What follows belongs to an exercise in optimizing a design on an open flow for small area, a short achievable clock period and few clock cycles per item; a production flow would make more cautious choices. Only simulation tests tie the RTL to the original design; equivalence was not proved.

==> juniper: inputs <==
==> flow/design.v (excerpt) <==
module prime_field_alu (
    input  logic        i_clk,
    input  logic        i_rst_n,
    input  logic        i_in_valid,
    output logic        o_in_ready,
    input  logic [1:0]  i_in_opcode,
    input  logic [29:0] i_in_operand_a,
    input  logic [29:0] i_in_operand_b,
    output logic        o_out_valid,
    input  logic        i_out_ready,
    output logic [29:0] o_out_result
);
export LEC_CHECK = 0
export CAP_MARGIN = 20
export CORE_MARGIN = 2
export CORE_UTILIZATION = 55
export PLACE_DENSITY = 0.7
export SETUP_SLACK_MARGIN = 4
export SLEW_MARGIN = 20
export TNS_END_PERCENT = 20
create_clock -name core_clock -period 10.0 [get_ports {i_clk}]
run.sh (not shown) runs the stock make flow with config.mk's settings and CLKGATE_MAP_FILE= SYNTH_SCRIPT=/design/flow/synth_recipe.tcl, a recipe that flattens the netlist after the stock synthesis.
==> inputs of onyx, as changes to juniper <==
--- a/flow/design.v
+++ b/flow/design.v
@@ -5,82 +5,81 @@
     localparam logic [1:0] OP_SUB = 2'd1;
     localparam logic [1:0] OP_MUL = 2'd2;
     localparam logic [1:0] OP_DIV = 2'd3;
 endpackage
 module pfa_mulmod (
     input  logic [31:0] i_ws,
     input  logic [31:0] i_wc,
     input  logic [6:0]  i_q,
+    input  logic [8:0]  i_h,
     input  logic [29:0] i_x,
     input  logic [3:0]  i_d,
     output logic [31:0] o_ws,
     output logic [31:0] o_wc,
     output logic [6:0]  o_q,
-    output logic [8:0]  o_hq
+    output logic [8:0]  o_h
 );
     localparam logic [255:0] QTAB_0 = 256'h0c3c7878f0f1e1c3c3878f0f1e1c3c3878f0f1e1e3c387870f1e1e3c387870f0;
     localparam logic [255:0] QTAB_1 = 256'h0fc07f80ff01fe03fc07f00fe01fc03f80ff01fe03fc07f80fe01fc03f807f00;
     localparam logic [255:0] QTAB_2 = 256'h00007fff0001fffc0007fff0001fffc000fffe0003fff8000fffe0003fff8000;
     localparam logic [255:0] QTAB_3 = 256'h00007ffffffe00000007ffffffe0000000fffffffc0000000fffffffc0000000;
     localparam logic [255:0] QTAB_4 = 256'h00007ffffffffffffff800000000000000fffffffffffffff000000000000000;
     localparam logic [255:0] QTAB_5 = 256'h00007fffffffffffffffffffffffffffff000000000000000000000000000000;
     localparam logic [255:0] QTAB_6 = 256'h0fff800000000000000000000000000000000000000000000000000000000000;
+    localparam logic [255:0] HTAB_0 = 256'h0c3c7878f0f1e1c3c3878f0f1e1c3c3878f0f1e1e3c387870f1e1e3c387870f0;
+    localparam logic [255:0] HTAB_1 = 256'h03fc07f80ff01fc03f807f00fe03fc07f80ff01fe03f807f00fe01fc07f80ff0;
+    localparam logic [255:0] HTAB_2 = 256'h0ffc0007fff0003fff8000fffe0003fff8000fffe0007fff0001fffc0007fff0;
+    localparam logic [255:0] HTAB_3 = 256'h03c07878f0fe1e3c3c078f0f1fe3c3c780f0f1e1fc3c78780f1e1e3fc7878f00;
+    localparam logic [255:0] HTAB_4 = 256'h003c07f80ff1fe03fc7f80ff01e03fc0780ff01fe3fc07f8ff01fe03c07f80f0;
+    localparam logic [255:0] HTAB_5 = 256'h0ffc0007fff001fffc007fff001fffc007fff0001ffc0007ff0001ffc0007ff0;
+    localparam logic [255:0] HTAB_6 = 256'h0003fffffff0000003ffffff0000003ffffff0000003ffffff0000003ffffff0;
+    localparam logic [255:0] HTAB_7 = 256'h03c387870f01e1c3c3878f0fe1e3c3c7870f01e1e3c387870fe1e1c3c7878f00;
+    localparam logic [255:0] HTAB_8 = 256'h0c03f807f001fe03fc07f00ffe03fc07f80ffe01fc03f807f001fe03f807f000;
     logic [35:0] w_a0, w_a1, w_a2, w_p0, w_p1, w_p2, w_p3;
     logic [35:0] w_s1, w_c1, w_s2, w_c2, w_s3, w_c3, w_s4, w_c4, w_s5, w_c5;
     logic [35:0] w_m1, w_m2, w_m3, w_m4, w_m5;
     logic [7:0]  w_t;
-    logic [8:0]  w_h;
-    localparam logic [127:0] HQ_0 = 128'haaaaaaaaaaaaaaaaaaaaaaaaaaaaaaaa;
-    localparam logic [127:0] HQ_1 = 128'h66666666666666666666666666666666;
-    localparam logic [127:0] HQ_2 = 128'h1e1e1e1e1e1e1e1e1e1e1e1e1e1e1e1e;
-    localparam logic [127:0] HQ_3 = 128'hab54ab54ab54ab54ab54ab54ab54ab54;
-    localparam logic [127:0] HQ_4 = 128'h66cd993266cd993266cd993266cd9932;
-    localparam logic [127:0] HQ_5 = 128'h1e3c78f1e1c3870e1e3c78f1e1c3870e;
-    localparam logic [127:0] HQ_6 = 128'h01fc07f01fc07f01fe03f80fe03f80fe;
-    localparam logic [127:0] HQ_7 = 128'h5556aaa5556aaa5554aaad554aaad554;
-    localparam logic [127:0] HQ_8 = 128'h9998ccc66673339998ccce6673331998;
-    assign w_h  = {HQ_8[i_q], HQ_7[i_q], HQ_6[i_q], HQ_5[i_q], HQ_4[i_q],
-                   HQ_3[i_q], HQ_2[i_q], HQ_1[i_q], HQ_0[i_q]};
-    assign o_hq = w_h;
     function automatic logic [35:0] maj(input logic [35:0] a, input logic [35:0] b,
                                         input logic [35:0] c);
         maj = (a & b) | (a & c) | (b & c);
     endfunction
     assign w_a0 = {i_ws, 4'b0};
     assign w_a1 = {i_wc, 4'b0};
-    assign w_a2 = {~{w_h, 16'b0, i_q}, 4'b0};
+    assign w_a2 = {~{i_h, 16'b0, i_q}, 4'b0};
     assign w_p0 = 36'(i_x & {30{i_d[0]}});
     assign w_p1 = 36'({i_x & {30{i_d[1]}}, 1'b0});
     assign w_p2 = 36'({i_x & {30{i_d[2]}}, 2'b0});
     assign w_p3 = 36'({i_x & {30{i_d[3]}}, 3'b0});
-    assign w_m1 = maj(w_a0, w_a1, w_p0);
-    assign w_s1 = w_a0 ^ w_a1 ^ w_p0;
+    assign w_m1 = maj(w_a0, w_a1, w_a2);
+    assign w_s1 = w_a0 ^ w_a1 ^ w_a2;
     assign w_c1 = {w_m1[34:0], 1'b0};
-    assign w_m2 = maj(w_p1, w_p2, w_p3);
-    assign w_s2 = w_p1 ^ w_p2 ^ w_p3;
+    assign w_m2 = maj(w_p0, w_p1, w_p2);
+    assign w_s2 = w_p0 ^ w_p1 ^ w_p2;
     assign w_c2 = {w_m2[34:0], 1'b0};
-    assign w_m3 = maj(w_s1, w_c1, w_a2);
-    assign w_s3 = w_s1 ^ w_c1 ^ w_a2;
+    assign w_m3 = maj(w_s1, w_c1, w_s2);
+    assign w_s3 = w_s1 ^ w_c1 ^ w_s2;
     assign w_c3 = {w_m3[34:0], 1'b0};
-    assign w_m4 = maj(w_s3, w_c3, w_s2);
-    assign w_s4 = w_s3 ^ w_c3 ^ w_s2;
+    assign w_m4 = maj(w_s3, w_c3, w_c2);
+    assign w_s4 = w_s3 ^ w_c3 ^ w_c2;
     assign w_c4 = {w_m4[34:0], 1'b0};
-    assign w_m5 = maj(w_s4, w_c4, w_c2);
-    assign w_s5 = w_s4 ^ w_c4 ^ w_c2;
+    assign w_m5 = maj(w_s4, w_c4, w_p3);
+    assign w_s5 = w_s4 ^ w_c4 ^ w_p3;
     assign w_c5 = {w_m5[34:0], 1'b0};
     pfa_fadd #(.W(8)) u_tadd (
         .i_a (w_s5[35:28]),
         .i_b (w_c5[35:28]),
         .i_c (1'b0),
         .o_s (w_t),
         .o_c ()
     );
     assign o_q = {QTAB_6[w_t], QTAB_5[w_t], QTAB_4[w_t], QTAB_3[w_t],
                   QTAB_2[w_t], QTAB_1[w_t], QTAB_0[w_t]};
+    assign o_h = {HTAB_8[w_t], HTAB_7[w_t], HTAB_6[w_t], HTAB_5[w_t], HTAB_4[w_t],
+                  HTAB_3[w_t], HTAB_2[w_t], HTAB_1[w_t], HTAB_0[w_t]};
     assign o_ws = w_s5[31:0];
     assign o_wc = {w_c5[31:1], 1'b1};
 endmodule
 module pfa_fadd #(
     parameter int W = 32
 ) (
     input  logic [W-1:0] i_a,
     input  logic [W-1:0] i_b,
@@ -206,17 +205,17 @@
     logic        r_u_one;
     logic        r_mx;
     logic        r_my;
     logic        r_sub;
     logic        r_mf;
     logic        r_gs;
     logic [29:0] r_out;
     logic [6:0]  r_q;
-    logic [8:0]  w_hq;
+    logic [8:0]  r_h;
     logic        r_out_v;
     logic        w_is_mul;
     logic        w_is_div;
     logic        w_in_mul;
     logic        w_in_div;
     logic        w_complete;
     logic        w_out_free;
     logic        w_wr_out;
@@ -246,16 +245,17 @@
     logic [29:0] w_ha;
     logic [29:0] w_hb;
     logic [29:0] w_hc;
     logic [6:0]  w_q1;
     logic [8:0]  w_h2q;
     logic [31:0] w_zq;
     logic [31:0] w_zq1;
     logic [6:0]  w_nq;
+    logic [8:0]  w_nh;
     logic [3:0]  w_mk;
     logic [3:0]  w_m;
     logic [5:0]  w_mi;
     logic [10:0] w_m119;
     logic        w_use2;
     logic [29:0] w_c1s;
     logic [29:0] w_c1m;
     logic [33:0] w_c2s;
@@ -304,18 +304,18 @@
     assign w_mask_x = r_mx;
     assign w_mask_y = r_my;
     assign w_sub    = r_sub;
     assign w_mf     = r_mf;
     assign w_x   = {r_1[31:30] & {2{w_mf}}, r_1[29:0] & {30{w_mask_x}}};
     assign w_y   = {r_2[31:30] & {2{w_mf}}, r_2[29:0] & {30{w_mask_y}}};
     assign w_y1  = w_sub ? ~{2'b0, w_y} : {2'b0, w_y};
     assign w_q1  = r_q + 7'd1;
-    assign w_h2q = w_hq + 9'd119;
-    assign w_zq  = ~{w_hq, 16'b0, r_q};
+    assign w_h2q = r_h + 9'd119;
+    assign w_zq  = ~{r_h, 16'b0, r_q};
     assign w_zq1 = ~{w_h2q, 16'b0, w_q1};
     assign w_l5  = {1'b0, w_x[3:0]} + {1'b0, w_y1[3:0]} + 5'(w_sub);
     always_comb begin
         case (w_gk)
             3'd1:    w_mk = 4'b0001;
             3'd2:    w_mk = 4'b0011;
             3'd3:    w_mk = 4'b0111;
             default: w_mk = 4'b1111;
@@ -373,52 +373,55 @@
             default: begin w_h1 = w_s1[33:4]; w_h2 = {4'b0, w_s2[29:4]}; end
         endcase
     end
     assign w_z = (w_pick2 && w_use2) ? w_h2 : w_h1;
     pfa_mulmod u_mulmod (
         .i_ws (r_1),
         .i_wc (r_2),
         .i_q  (r_q),
+        .i_h  (r_h),
         .i_x  (r_4),
         .i_d  (r_3[27:24]),
         .o_ws (w_us),
         .o_wc (w_uc),
         .o_q  (w_nq),
-        .o_hq (w_hq)
+        .o_h  (w_nh)
     );
     pfa_dpath u_gcd (
         .i_u     (r_3),
         .i_v     (r_4),
         .o_sel_u (w_sel_u),
         .o_k     (w_gk),
         .o_t     (w_t),
         .o_t_one (w_t_one)
     );
     always_ff @(posedge i_clk) begin
         if (w_accept) begin
             r_1     <= w_in_mul ? 32'(i_in_operand_a & {30{i_in_operand_b[28]}}) : 32'(w_a_red);
             r_2     <= w_in_mul ? 32'({i_in_operand_a & {30{i_in_operand_b[29]}}, 1'b1}) :
                        (w_in_div ? 32'd0 : 32'(w_b_red));
             r_q     <= '0;
+            r_h     <= '0;
             r_3     <= i_in_operand_b;
             r_4     <= w_in_div ? P : i_in_operand_a;
             r_op    <= i_in_opcode;
             r_cnt   <= '0;
             r_done  <= w_done0;
             r_u_one <= w_u_one0;
             r_sub   <= (i_in_opcode == pfa_pkg::OP_SUB) || (w_in_div && w_done0 && !w_u_one0);
             r_mf    <= w_in_mul;
             r_gs    <= w_in_div && !w_done0;
             r_mx    <= !w_in_div || !w_done0 || w_u_one0;
             r_my    <= !w_in_div || (w_done0 ? !w_u_one0 : i_in_operand_b[0]);
         end else if (w_mul_step) begin
             r_1   <= w_us;
             r_2   <= w_uc;
             r_q   <= w_nq;
+            r_h   <= w_nh;
             r_3   <= {r_3[25:0], 4'b0};
             r_cnt <= r_cnt + 3'd1;
         end else if (w_div_step) begin
             if (w_sel_u) begin
                 r_3 <= w_t;
                 r_1 <= 32'(w_z);
             end else begin
                 r_4 <= w_t;
Settings changed: CORE_UTILIZATION 55 to 40, PLACE_DENSITY 0.7 to default, SETUP_SLACK_MARGIN 4 to 4.5, TNS_END_PERCENT 20 to 10.
==> summary.txt <==
# TYPE chip_impl_metric gauge
chip_impl_metric{name="track_usage",unit=""} 0.297
chip_impl_metric{name="wl_met3",unit="mm"} 11.4
chip_impl_info{name="crit_start",value="r_sub"} 1
chip_impl_info{name="run_status",value="no timing/DRC/antenna violations"} 1
chip_impl_metric{name="preCtsSetupSlack",unit="ns"} 2.02
chip_impl_metric{name="num-nets-final",unit=""} 3880
chip_impl_metric{name="drt-initial-drc-count",unit=""} 3738
That was onyx.
==> summary.txt <==
# TYPE chip_impl_metric gauge
chip_impl_metric{name="preCtsSetupSlack",unit="ns"} 1.65
chip_impl_metric{name="num-nets-final",unit=""} 3788
chip_impl_metric{name="track_usage",unit=""} 0.421
chip_impl_metric{name="wl_met3",unit="mm"} 12.7
chip_impl_info{name="crit_start",value="r_mx"} 1
chip_impl_info{name="run_status",value="no timing/DRC/antenna violations"} 1
chip_impl_metric{name="drt-initial-drc-count",unit=""} 4525
That was juniper.
Testbench counts of juniper, summed over its fixed seeds: cycles 16,142, items 3,200.
Testbench counts of onyx, summed over its fixed seeds: cycles 16,142, items 3,200.

re-timing with driven ports:
How much do the figures lean on ideal ports? The routed layouts below were timed once more, with nothing changed but the port constraints. Step 1 (the two cells are an assumption about what drives the block):
set clk [get_ports {i_clk}]
set_driving_cell -lib_cell sky130_fd_sc_hd__clkbuf_16 $clk
set_driving_cell -lib_cell sky130_fd_sc_hd__buf_2 [delete_from_list [all_inputs] $clk]
Step 2 times the ports against the registers' clock, not the clock port: input delays grow and output delays shrink by t, the midpoint of the rising clock arrivals with the driver on. a / b / c = ideal ports / drivers / drivers and shift; a / b = the first two.
run | shift t [ns] | setup WS [ns] | hold slack, ns
juniper | 0.562 | 3.790 / 3.790 / 3.378 | 0.468 / 0.468 / 0.468
onyx | 0.575 | 3.641 / 3.641 / 3.291 | 0.466 / 0.466 / 0.466
After both steps every run listed still meets setup and hold. For juniper, which loses most, drivers alone change the setup slack by 0.000 ns; drivers and shift together by -0.412 ns.
